From an optimization exercise on the open Yosys and OpenROAD flow, aimed at small area and few clock cycles; shortcuts taken in it are not production practice. In this exercise RTL edits were held to simulation tests only and were not proved equivalent to the original.

==> inputs of try-maple <==
==> flow/design.v <==
`timescale 1ns / 1ps
package pot_ema_pkg;
    localparam int CHANNELS            = 8;
    localparam int SAMPLES_PER_AVERAGE = 16;
    localparam int CH_W     = 3;
    localparam int SAMPLE_W = 12;
    localparam int SUM_W    = 16;
    localparam int CNT_W    = 4;
    localparam int AVG_W    = 24;
    localparam int FRAC_W   = 8;
    localparam int LEVEL_W  = 16;
    localparam int WEIGHT_W = 8;
    localparam int THRESH_W = 16;
    localparam int CFG_W    = 16;
    localparam int CFG_IDX_W = 1;
    localparam logic [CNT_W-1:0] BLOCK_END = CNT_W'(SAMPLES_PER_AVERAGE % 16);
    localparam logic [WEIGHT_W-1:0] WEIGHT_RESET = 8'd26;
    localparam logic [THRESH_W-1:0] THRESH_RESET = 16'd328;
    localparam logic [CFG_IDX_W-1:0] REG_WEIGHT    = 1'b0;
    localparam logic [CFG_IDX_W-1:0] REG_THRESHOLD = 1'b1;
    typedef struct packed {
        logic [CH_W-1:0]     channel;
        logic [SAMPLE_W-1:0] sample;
    } in_t;
    typedef struct packed {
        logic [CH_W-1:0]    report_channel;
        logic [LEVEL_W-1:0] smoothed_level;
    } out_t;
    typedef struct packed {
        logic [WEIGHT_W-1:0] smoothing_weight;
        logic [THRESH_W-1:0] report_threshold;
    } cfg_t;
endpackage
`timescale 1ns / 1ps
module pot_ema_cfg (
    input  logic                            clk,
    input  logic                            rst_n,
    input  logic                            cfg_write,
    input  logic [pot_ema_pkg::CFG_IDX_W-1:0] cfg_index,
    input  logic [pot_ema_pkg::CFG_W-1:0]   cfg_data,
    output pot_ema_pkg::cfg_t               cfg
);
    pot_ema_pkg::cfg_t cfg_reg;
    always_ff @(posedge clk or negedge rst_n)
    begin
        if (!rst_n)
        begin
            cfg_reg.smoothing_weight <= pot_ema_pkg::WEIGHT_RESET;
            cfg_reg.report_threshold <= pot_ema_pkg::THRESH_RESET;
        end
        else if (cfg_write)
        begin
            unique case (cfg_index)
                pot_ema_pkg::REG_WEIGHT:
                    cfg_reg.smoothing_weight <= cfg_data[pot_ema_pkg::WEIGHT_W-1:0];
                pot_ema_pkg::REG_THRESHOLD:
                    cfg_reg.report_threshold <= cfg_data[pot_ema_pkg::THRESH_W-1:0];
                default:
                begin
                end
            endcase
        end
    end
    assign cfg = cfg_reg;
endmodule
`timescale 1ns / 1ps
module pot_ema_core (
    input  logic               clk,
    input  logic               rst_n,
    input  logic               in_valid,
    output logic               in_ready,
    input  pot_ema_pkg::in_t   in_req,
    input  pot_ema_pkg::cfg_t  cfg,
    input  logic               res_full,
    output logic               res_valid,
    output pot_ema_pkg::out_t  res
);
    localparam int NC = pot_ema_pkg::CHANNELS;
    logic [15:0] sum_q  [NC];
    logic [3:0]  cnt_q  [NC];
    logic [23:0] avg_q  [NC];
    logic [15:0] last_q [NC];
    logic [NC-1:0] vld_q;
    logic [NC-1:0] never_q;
    logic [2:0]  phase;
    logic [15:0] sum0;
    logic [3:0]  cnt0;
    logic [23:0] avg0;
    logic        fire;
    logic [11:0] x;
    logic [15:0] s;
    logic [3:0]  n;
    logic        done;
    logic signed [24:0] diff;
    logic signed [33:0] prod;
    logic signed [25:0] step;
    logic [23:0] a;
    logic [15:0] level;
    logic [16:0] dl;
    logic [15:0] delta;
    logic        report;
    logic [15:0] sum_n;
    logic [3:0]  cnt_n;
    logic [23:0] avg_n;
    logic [15:0] last_n;
    assign sum0 = vld_q[0] ? sum_q[0] : 16'd0;
    assign cnt0 = vld_q[0] ? cnt_q[0] : 4'd0;
    assign avg0 = never_q[0] ? 24'd0 : avg_q[0];
    assign in_ready = (in_req.channel == phase) && !((cnt0 == 4'd15) && res_full);
    assign fire     = in_valid && in_ready;
    always_comb
    begin
        x      = fire ? in_req.sample : 12'd0;
        s      = sum0 + 16'(x);
        n      = cnt0 + 4'(fire);
        done   = fire && (cnt0 == 4'd15);
        diff   = $signed({1'b0, s, 8'h00}) - $signed({1'b0, avg0});
        prod   = diff * $signed({1'b0, cfg.smoothing_weight});
        step   = 26'((prod + 34'sd128) >>> 8);
        a      = 24'($signed({2'b00, avg0}) + step);
        level  = a[23:8];
        dl     = {1'b0, level} - {1'b0, last_q[0]};
        delta  = dl[16] ? -dl[15:0] : dl[15:0];
        report = done && (never_q[0] || (delta > cfg.report_threshold));
        sum_n  = done ? 16'd0 : s;
        cnt_n  = n;
        avg_n  = done ? a : avg0;
        last_n = report ? level : last_q[0];
    end
    always_ff @(posedge clk)
    begin
        for (int i = 0; i < NC-1; i++)
        begin
            sum_q[i]  <= sum_q[i+1];
            cnt_q[i]  <= cnt_q[i+1];
            avg_q[i]  <= avg_q[i+1];
            last_q[i] <= last_q[i+1];
        end
        sum_q[NC-1]  <= sum_n;
        cnt_q[NC-1]  <= cnt_n;
        avg_q[NC-1]  <= avg_n;
        last_q[NC-1] <= last_n;
    end
    always_ff @(posedge clk or negedge rst_n)
    begin
        if (!rst_n)
        begin
            vld_q   <= '0;
            never_q <= '1;
            phase   <= '0;
        end
        else
        begin
            vld_q   <= {vld_q[0] | fire, vld_q[NC-1:1]};
            never_q <= {never_q[0] & !report, never_q[NC-1:1]};
            phase   <= phase + 3'd1;
        end
    end
    assign res_valid          = report;
    assign res.report_channel = phase;
    assign res.smoothed_level = level;
endmodule
`timescale 1ns / 1ps
module pot_ema_out (
    input  logic               clk,
    input  logic               rst_n,
    input  logic               res_valid,
    output logic               res_full,
    input  pot_ema_pkg::out_t  res,
    output logic               out_valid,
    input  logic               out_ready,
    output pot_ema_pkg::out_t  out_req
);
    logic              hv_q, bv_q;
    pot_ema_pkg::out_t hd_q, bd_q;
    logic              pop;
    assign pop      = hv_q && out_ready;
    assign res_full = bv_q && !out_ready;
    always_ff @(posedge clk or negedge rst_n)
    begin
        if (!rst_n)
        begin
            hv_q <= 1'b0;
            bv_q <= 1'b0;
        end
        else
        begin
            hv_q <= (hv_q && !pop) || bv_q || res_valid;
            bv_q <= (bv_q && !pop) || (res_valid && hv_q && !(pop && !bv_q));
        end
    end
    always_ff @(posedge clk)
    begin
        if (!hv_q || pop)
            hd_q <= bv_q ? bd_q : res;
        if (!bv_q || pop)
            bd_q <= res;
    end
    assign out_valid = hv_q;
    assign out_req   = hd_q;
endmodule
`timescale 1ns / 1ps
module pot_oversample_ema_hysteresis_top (
    input  logic                              clk,
    input  logic                              rst_n,
    input  logic                              in_valid,
    output logic                              in_ready,
    input  logic [14:0]                       in_req,
    output logic                              out_valid,
    input  logic                              out_ready,
    output logic [18:0]                       out_req,
    input  logic                              cfg_write,
    input  logic [pot_ema_pkg::CFG_IDX_W-1:0] cfg_index,
    input  logic [pot_ema_pkg::CFG_W-1:0]     cfg_data
);
    pot_ema_pkg::cfg_t cfg;
    pot_ema_pkg::out_t res;
    pot_ema_pkg::in_t  in_req_s;
    pot_ema_pkg::out_t out_req_s;
    assign in_req_s = in_req;
    assign out_req  = out_req_s;
    logic              res_valid;
    logic              res_full;
    pot_ema_cfg u_cfg (
        .clk       (clk),
        .rst_n     (rst_n),
        .cfg_write (cfg_write),
        .cfg_index (cfg_index),
        .cfg_data  (cfg_data),
        .cfg       (cfg)
    );
    pot_ema_core u_core (
        .clk       (clk),
        .rst_n     (rst_n),
        .in_valid  (in_valid),
        .in_ready  (in_ready),
        .in_req    (in_req_s),
        .cfg       (cfg),
        .res_full  (res_full),
        .res_valid (res_valid),
        .res       (res)
    );
    pot_ema_out u_out (
        .clk       (clk),
        .rst_n     (rst_n),
        .res_valid (res_valid),
        .res_full  (res_full),
        .res       (res),
        .out_valid (out_valid),
        .out_ready (out_ready),
        .out_req   (out_req_s)
    );
endmodule
==> flow/run.sh <==
#!/bin/bash
# synth_recipe.tcl (not shown) runs the flow's synth.tcl, then flattens the netlist and writes it again
# the make line also repeats each setting of config.mk as NAME=value (left out here)
make -C /OpenROAD-flow-scripts/flow DESIGN_CONFIG=/design/flow/config.mk WORK_HOME=/design/flow/orfs CLKGATE_MAP_FILE= SYNTH_SCRIPT=/design/flow/synth_recipe.tcl finish
==> flow/config.mk <==
export PLATFORM = sky130hd
export DESIGN_NAME = pot_oversample_ema_hysteresis_top
export DESIGN_NICKNAME = pot_oversample_ema_hysteresis_top
export VERILOG_FILES = /design/flow/design.v
export SDC_FILE = /design/flow/constraint.sdc
export NUM_CORES = 4
export LEC_CHECK = 0
export CAP_MARGIN = 20
export CORE_MARGIN = 2
export CORE_UTILIZATION = 40
export SLEW_MARGIN = 20
==> flow/constraint.sdc <==
create_clock -name core_clock -period 20.0 [get_ports {clk}]
set_input_delay 4.0000 -clock core_clock [delete_from_list [all_inputs] [get_ports {clk}]]
set_output_delay 4.0000 -clock core_clock [all_outputs]
set_load 0.01 [all_outputs]
==> try-sierra: changes against try-maple <==
--- a/flow/config.mk
+++ b/flow/config.mk
@@ -8,4 +8,5 @@
 export CAP_MARGIN = 20
 export CORE_MARGIN = 2
 export CORE_UTILIZATION = 40
+export CTS_BUF_LIST = sky130_fd_sc_hd__clkbuf_4
 export SLEW_MARGIN = 20
==> notes <==
- Setup slack: try-sierra is lower than try-maple (0.25 ns).
- Of try-maple and try-sierra, try-sierra has the higher via count (gap about 4%, measured against try-sierra).
- Of try-maple and try-sierra, try-maple has the higher maximum frequency (gap about 1.4%, measured against try-sierra).
- Final cell count: try-sierra is higher than try-maple (4.8%).
- Of try-sierra and try-maple, try-sierra has the higher sequential share of layout area (gap 0.22 points).
- Between try-maple and try-sierra, the lower clock skew is in try-maple (gap 0.035 ns).
- In synthesized cell count, try-sierra and try-maple do not differ.
==> figures <==
| metric | try-maple | try-sierra |
|---|---|---|
| Outcome | no timing/DRC/antenna violations | no timing/DRC/antenna violations |
| CTS root buffer | sky130_fd_sc_hd__clkbuf_16 | sky130_fd_sc_hd__clkbuf_4 |
| Data arrival, critical path | 19.02 ns | 19.57 ns |
| Final Critical Period | 18.52 ns | 18.77 ns |
| Non-clock buffer area fraction after layout | 0.0269 | 0.0270 |
| Vias/cell | 4.75 | 4.72 |
| Overall track demand over capacity in global routing | 0.167 | 0.174 |
| Final setup slack of the worst path | 1.48 ns | 1.23 ns |
| Fraction of layout cells with a size suffix above 1 | 0.0876 | 0.130 |
| Final-layout worst hold slack | 0.296 ns | 0.270 ns |
| Worst-path cell with the longest stage delay | sky130_fd_sc_hd__fa_1 | sky130_fd_sc_hd__a31oi_1 |
| Non-filler instance count after layout | 3064 | 3210 |
| Worst slew pin tran | 0.969 ns | 1.02 ns |
| Met2 usage | 0.288 | 0.286 |
| FF-to-FF setup slack | 4.10 ns | 3.57 ns |
Testbench counts of try-maple, summed over its fixed seeds: cycles 33,140.
Testbench counts of try-sierra, summed over its fixed seeds: cycles 33,140.


==> nickel: inputs <==
pot_oversample_ema_hysteresis_top, a different RTL version from the one above (not shown whole).
// pot_oversample_ema_hysteresis_top
module pot_oversample_ema_hysteresis_top (
    input  logic                              clk,
    input  logic                              rst_n,
    input  logic                              in_valid,
    output logic                              in_ready,
    input  logic [14:0]                       in_req,
    output logic                              out_valid,
    input  logic                              out_ready,
    output logic [18:0]                       out_req,
    input  logic                              cfg_write,
    input  logic [pot_ema_pkg::CFG_IDX_W-1:0] cfg_index,
    input  logic [pot_ema_pkg::CFG_W-1:0]     cfg_data
);
==> module pot_ema_core, before the edit <==
module pot_ema_core (
    input  logic               clk,
    input  logic               rst_n,
    input  logic               in_valid,
    output logic               in_ready,
    input  pot_ema_pkg::in_t   in_req,
    input  pot_ema_pkg::cfg_t  cfg,
    input  logic               res_full,
    output logic               res_valid,
    output pot_ema_pkg::out_t  res,
    output pot_ema_pkg::out_t  tap
);
    localparam int NC = pot_ema_pkg::CHANNELS;
    logic [15:0] sum_q  [NC];
    logic [3:0]  cnt_q  [NC];
    logic [23:0] avg_q  [NC];
    logic [15:0] last_q [NC];
    logic          clean_q;
    logic [NC-1:0] never_q;
    logic [2:0]  phase;
    logic [15:0] sum0;
    logic [3:0]  cnt0;
    logic [23:0] avg0;
    logic        fire;
    logic [11:0] x;
    logic [15:0] s;
    logic [3:0]  n;
    logic        done;
    logic [15:0] level;
    logic        report;
    logic [15:0] sum_n;
    logic [3:0]  cnt_n;
    logic [23:0] avg_n;
    logic [15:0] last_n;
    assign sum0 = sum_q[0];
    assign cnt0 = cnt_q[0];
    assign avg0 = avg_q[0];
    assign in_ready = (in_req.channel == phase) && clean_q && !((cnt0 == 4'd15) && res_full);
    assign fire     = in_valid && in_ready;
    logic [23:0] a;
    logic        thr;
    assign x    = in_req.sample & {12{fire}};
    assign n    = cnt0 + 4'(fire);
    assign done = fire && (cnt0 == 4'd15);
    pot_ema_dp u_dp (
        .S0  (sum0),
        .x   (x),
        .A0  (avg0),
        .w   (cfg.smoothing_weight),
        .L   (last_q[0]),
        .T   (cfg.report_threshold),
        .s   (s),
        .a   (a),
        .thr (thr)
    );
    assign level  = a[23:8];
    assign report = done && (never_q[0] || thr);
    assign sum_n  = s & {16{clean_q & !done}};
    assign cnt_n  = n & {4{clean_q}};
    assign avg_n  = (a & {24{clean_q & done}}) | (avg0 & {24{clean_q & !done}});
    assign last_n = (level & {16{report}}) | (last_q[0] & {16{!report}});
    always_ff @(posedge clk)
    begin
        for (int i = 0; i < NC-1; i++)
        begin
            sum_q[i]  <= sum_q[i+1];
            cnt_q[i]  <= cnt_q[i+1];
            avg_q[i]  <= avg_q[i+1];
            last_q[i] <= last_q[i+1];
        end
        sum_q[NC-1]  <= sum_n;
        cnt_q[NC-1]  <= cnt_n;
        avg_q[NC-1]  <= avg_n;
        last_q[NC-1] <= last_n;
    end
    always_ff @(posedge clk or negedge rst_n)
    begin
        if (!rst_n)
        begin
            clean_q <= 1'b0;
            never_q <= '1;
            phase   <= '0;
        end
        else
        begin
            clean_q <= clean_q || (phase == 3'(NC-1));
            never_q <= {never_q[0] & !report, never_q[NC-1:1]};
            phase   <= phase + 3'd1;
        end
    end
    assign res_valid          = report;
    assign res.report_channel = phase;
    assign res.smoothed_level = level;
    assign tap.report_channel = phase - 3'd1;
    assign tap.smoothed_level = last_q[NC-1];
endmodule
make LEC_CHECK=0 CAP_MARGIN=5 CORE_MARGIN=2 CORE_UTILIZATION=60 CTS_BUF_LIST=sky130_fd_sc_hd__clkbuf_8 CTS_CLUSTER_DIAMETER=60 CTS_CLUSTER_SIZE=20 GPL_TIMING_DRIVEN=0 SLEW_MARGIN=5 finish   # period 20.0 ns
run.sh (not shown) runs the stock make flow with config.mk's settings and CLKGATE_MAP_FILE= SYNTH_SCRIPT=/design/flow/synth_recipe.tcl, a recipe that flattens the netlist after the stock synthesis.
==> raven (differences from nickel) <==
--- a/flow/design.v
+++ b/flow/design.v
@@ -82,5 +82,5 @@
     logic [23:0] avg_q  [NC];
     logic [15:0] last_q [NC];
-    logic          clean_q;
+    logic [NC-1:0] vld_q;
     logic [NC-1:0] never_q;
     logic [2:0]  phase;
@@ -102,5 +102,5 @@
     assign cnt0 = cnt_q[0];
     assign avg0 = avg_q[0];
-    assign in_ready = (in_req.channel == phase) && clean_q && !((cnt0 == 4'd15) && res_full);
+    assign in_ready = (in_req.channel == phase) && vld_q[0] && !((cnt0 == 4'd15) && res_full);
     assign fire     = in_valid && in_ready;
     logic [23:0] a;
@@ -122,7 +122,7 @@
     assign level  = a[23:8];
     assign report = done && (never_q[0] || thr);
-    assign sum_n  = s & {16{clean_q & !done}};
-    assign cnt_n  = n & {4{clean_q}};
-    assign avg_n  = (a & {24{clean_q & done}}) | (avg0 & {24{clean_q & !done}});
+    assign sum_n  = s & {16{vld_q[0] & !done}};
+    assign cnt_n  = n & {4{vld_q[0]}};
+    assign avg_n  = (a & {24{vld_q[0] & done}}) | (avg0 & {24{vld_q[0] & !done}});
     assign last_n = (level & {16{report}}) | (last_q[0] & {16{!report}});
     always_ff @(posedge clk)
@@ -144,5 +144,5 @@
         if (!rst_n)
         begin
-            clean_q <= 1'b0;
+            vld_q   <= '0;
             never_q <= '1;
             phase   <= '0;
@@ -150,5 +150,5 @@
         else
         begin
-            clean_q <= clean_q || (phase == 3'(NC-1));
+            vld_q   <= {1'b1, vld_q[NC-1:1]};
             never_q <= {never_q[0] & !report, never_q[NC-1:1]};
             phase   <= phase + 3'd1;
CORE_UTILIZATION = 40   (was 60)
CTS_CLUSTER_DIAMETER = 40   (was 60)
==> fjord (differences from nickel) <==
--- a/flow/design.v
+++ b/flow/design.v
@@ -82,5 +82,5 @@
     logic [23:0] avg_q  [NC];
     logic [15:0] last_q [NC];
-    logic          clean_q;
+    logic [NC-1:0] vld_q;
     logic [NC-1:0] never_q;
     logic [2:0]  phase;
@@ -102,5 +102,5 @@
     assign cnt0 = cnt_q[0];
     assign avg0 = avg_q[0];
-    assign in_ready = (in_req.channel == phase) && clean_q && !((cnt0 == 4'd15) && res_full);
+    assign in_ready = (in_req.channel == phase) && vld_q[0] && !((cnt0 == 4'd15) && res_full);
     assign fire     = in_valid && in_ready;
     logic [23:0] a;
@@ -122,7 +122,7 @@
     assign level  = a[23:8];
     assign report = done && (never_q[0] || thr);
-    assign sum_n  = s & {16{clean_q & !done}};
-    assign cnt_n  = n & {4{clean_q}};
-    assign avg_n  = (a & {24{clean_q & done}}) | (avg0 & {24{clean_q & !done}});
+    assign sum_n  = s & {16{vld_q[0] & !done}};
+    assign cnt_n  = n & {4{vld_q[0]}};
+    assign avg_n  = (a & {24{vld_q[0] & done}}) | (avg0 & {24{vld_q[0] & !done}});
     assign last_n = (level & {16{report}}) | (last_q[0] & {16{!report}});
     always_ff @(posedge clk)
@@ -144,5 +144,5 @@
         if (!rst_n)
         begin
-            clean_q <= 1'b0;
+            vld_q   <= '0;
             never_q <= '1;
             phase   <= '0;
@@ -150,5 +150,5 @@
         else
         begin
-            clean_q <= clean_q || (phase == 3'(NC-1));
+            vld_q   <= {1'b1, vld_q[NC-1:1]};
             never_q <= {never_q[0] & !report, never_q[NC-1:1]};
             phase   <= phase + 3'd1;
CORE_UTILIZATION = 40   (was 60)
==> harbor (differences from nickel) <==
--- a/flow/design.v
+++ b/flow/design.v
@@ -82,5 +82,5 @@
     logic [23:0] avg_q  [NC];
     logic [15:0] last_q [NC];
-    logic          clean_q;
+    logic [NC-1:0] vld_q;
     logic [NC-1:0] never_q;
     logic [2:0]  phase;
@@ -102,5 +102,5 @@
     assign cnt0 = cnt_q[0];
     assign avg0 = avg_q[0];
-    assign in_ready = (in_req.channel == phase) && clean_q && !((cnt0 == 4'd15) && res_full);
+    assign in_ready = (in_req.channel == phase) && vld_q[0] && !((cnt0 == 4'd15) && res_full);
     assign fire     = in_valid && in_ready;
     logic [23:0] a;
@@ -122,7 +122,7 @@
     assign level  = a[23:8];
     assign report = done && (never_q[0] || thr);
-    assign sum_n  = s & {16{clean_q & !done}};
-    assign cnt_n  = n & {4{clean_q}};
-    assign avg_n  = (a & {24{clean_q & done}}) | (avg0 & {24{clean_q & !done}});
+    assign sum_n  = s & {16{vld_q[0] & !done}};
+    assign cnt_n  = n & {4{vld_q[0]}};
+    assign avg_n  = (a & {24{vld_q[0] & done}}) | (avg0 & {24{vld_q[0] & !done}});
     assign last_n = (level & {16{report}}) | (last_q[0] & {16{!report}});
     always_ff @(posedge clk)
@@ -144,5 +144,5 @@
         if (!rst_n)
         begin
-            clean_q <= 1'b0;
+            vld_q   <= '0;
             never_q <= '1;
             phase   <= '0;
@@ -150,5 +150,5 @@
         else
         begin
-            clean_q <= clean_q || (phase == 3'(NC-1));
+            vld_q   <= {1'b1, vld_q[NC-1:1]};
             never_q <= {never_q[0] & !report, never_q[NC-1:1]};
             phase   <= phase + 3'd1;
CORE_UTILIZATION = 75   (was 60)
==> run summary <==
metric	nickel	harbor	raven	fjord
Result of the run	no timing/DRC/antenna violations	no timing/DRC/antenna violations	no timing/DRC/antenna violations	no timing/DRC/antenna violations
Fraction of post-synthesis cell area in the top cell type by area	47.7%	47.2%	47.2%	47.2%
Flop and latch count out of synthesis	540	547	547	547
Seq/Total Area, Yosys	55.8%	56.1%	56.1%	56.1%
Number of buffers created by CTS	39	37	55	38
Data required time of the critical path	20530 ps	20500 ps	20560 ps	20360 ps
Fraction of synthesis flops using an asynchronous set or reset pin	7.04%	8.23%	8.23%	8.23%
Tap Count	448	341	672	672
Cell row count	67	60	82	82
Final net count	1955	1965	1991	1974
Slew at the pin closest to its max-slew limit	953 ps	948 ps	990 ps	980 ps
Crit path buf inv count	7	9	10	9
Vias in the first global route	10900	12000	11300	11100
Die Span Y	187 µm	169 µm	230 µm	230 µm
Storage cell area	11200 µm²	11400 µm²	11400 µm²	11400 µm²
Clock transition at the registers of the reported paths	120 ps	120 ps	100 ps	110 ps
Worst hold-check slack	301 ps	320 ps	304 ps	290 ps
Metal1 wirelength	16500 µm	16100 µm	17500 µm	17300 µm
Final cell count without fillers	2100	2000	2388	2344
Testbench counts of nickel, summed over its fixed seeds: cycles 33,204.
Testbench counts of raven, summed over its fixed seeds: cycles 33,204.
Testbench counts of fjord, summed over its fixed seeds: cycles 33,204.
Testbench counts of harbor, summed over its fixed seeds: cycles 33,204.

-- port drivers added, routing unchanged --
The results above use ideal ports. As a check the final layouts listed here were re-extracted and re-timed, cells and wires unchanged. Step 1, drivers: a clkbuf_16 drives clk and a buf_2 each remaining input, both assumed. Step 2 times the ports against the registers' clock, not the clock port: input delays grow and output delays shrink by t, the midpoint of the rising clock arrivals with the driver on. Three values: no drivers, after step 1, after step 2; two values: the first two.
run | shift t [ns] | slack for setup (ns) | hold WS [ns] | slew at the worst register clock pin (ns) | worst data-port slew with drivers (ns)
try-maple | 0.665 | 1.480 / 1.512 / 0.846 | 0.296 / 0.296 / 0.296 | 0.07 / 0.07 | 0.04
try-sierra | 0.968 | 1.228 / 1.254 / 0.285 | 0.270 / 0.270 / 0.270 | 0.08 / 0.08 | 0.04
nickel | 0.645 | 0.538 / 0.556 / -0.090 | 0.301 / 0.301 / 0.301 | 0.12 / 0.12 | 0.04
raven | 0.692 | 0.531 / 0.558 / -0.134 | 0.304 / 0.304 / 0.304 | 0.11 / 0.11 | 0.04
fjord | 0.680 | 0.520 / 0.548 / -0.133 | 0.290 / 0.290 / 0.290 | 0.12 / 0.12 | 0.04
harbor | 0.625 | 0.448 / 0.472 / -0.154 | 0.320 / 0.320 / 0.320 | 0.12 / 0.12 | 0.05
With both steps, setup timing fails in nickel, raven, fjord and harbor, where it was met with ideal ports. For try-sierra, which loses most, drivers alone change the setup slack by +0.026 ns; drivers and shift together by -0.943 ns.
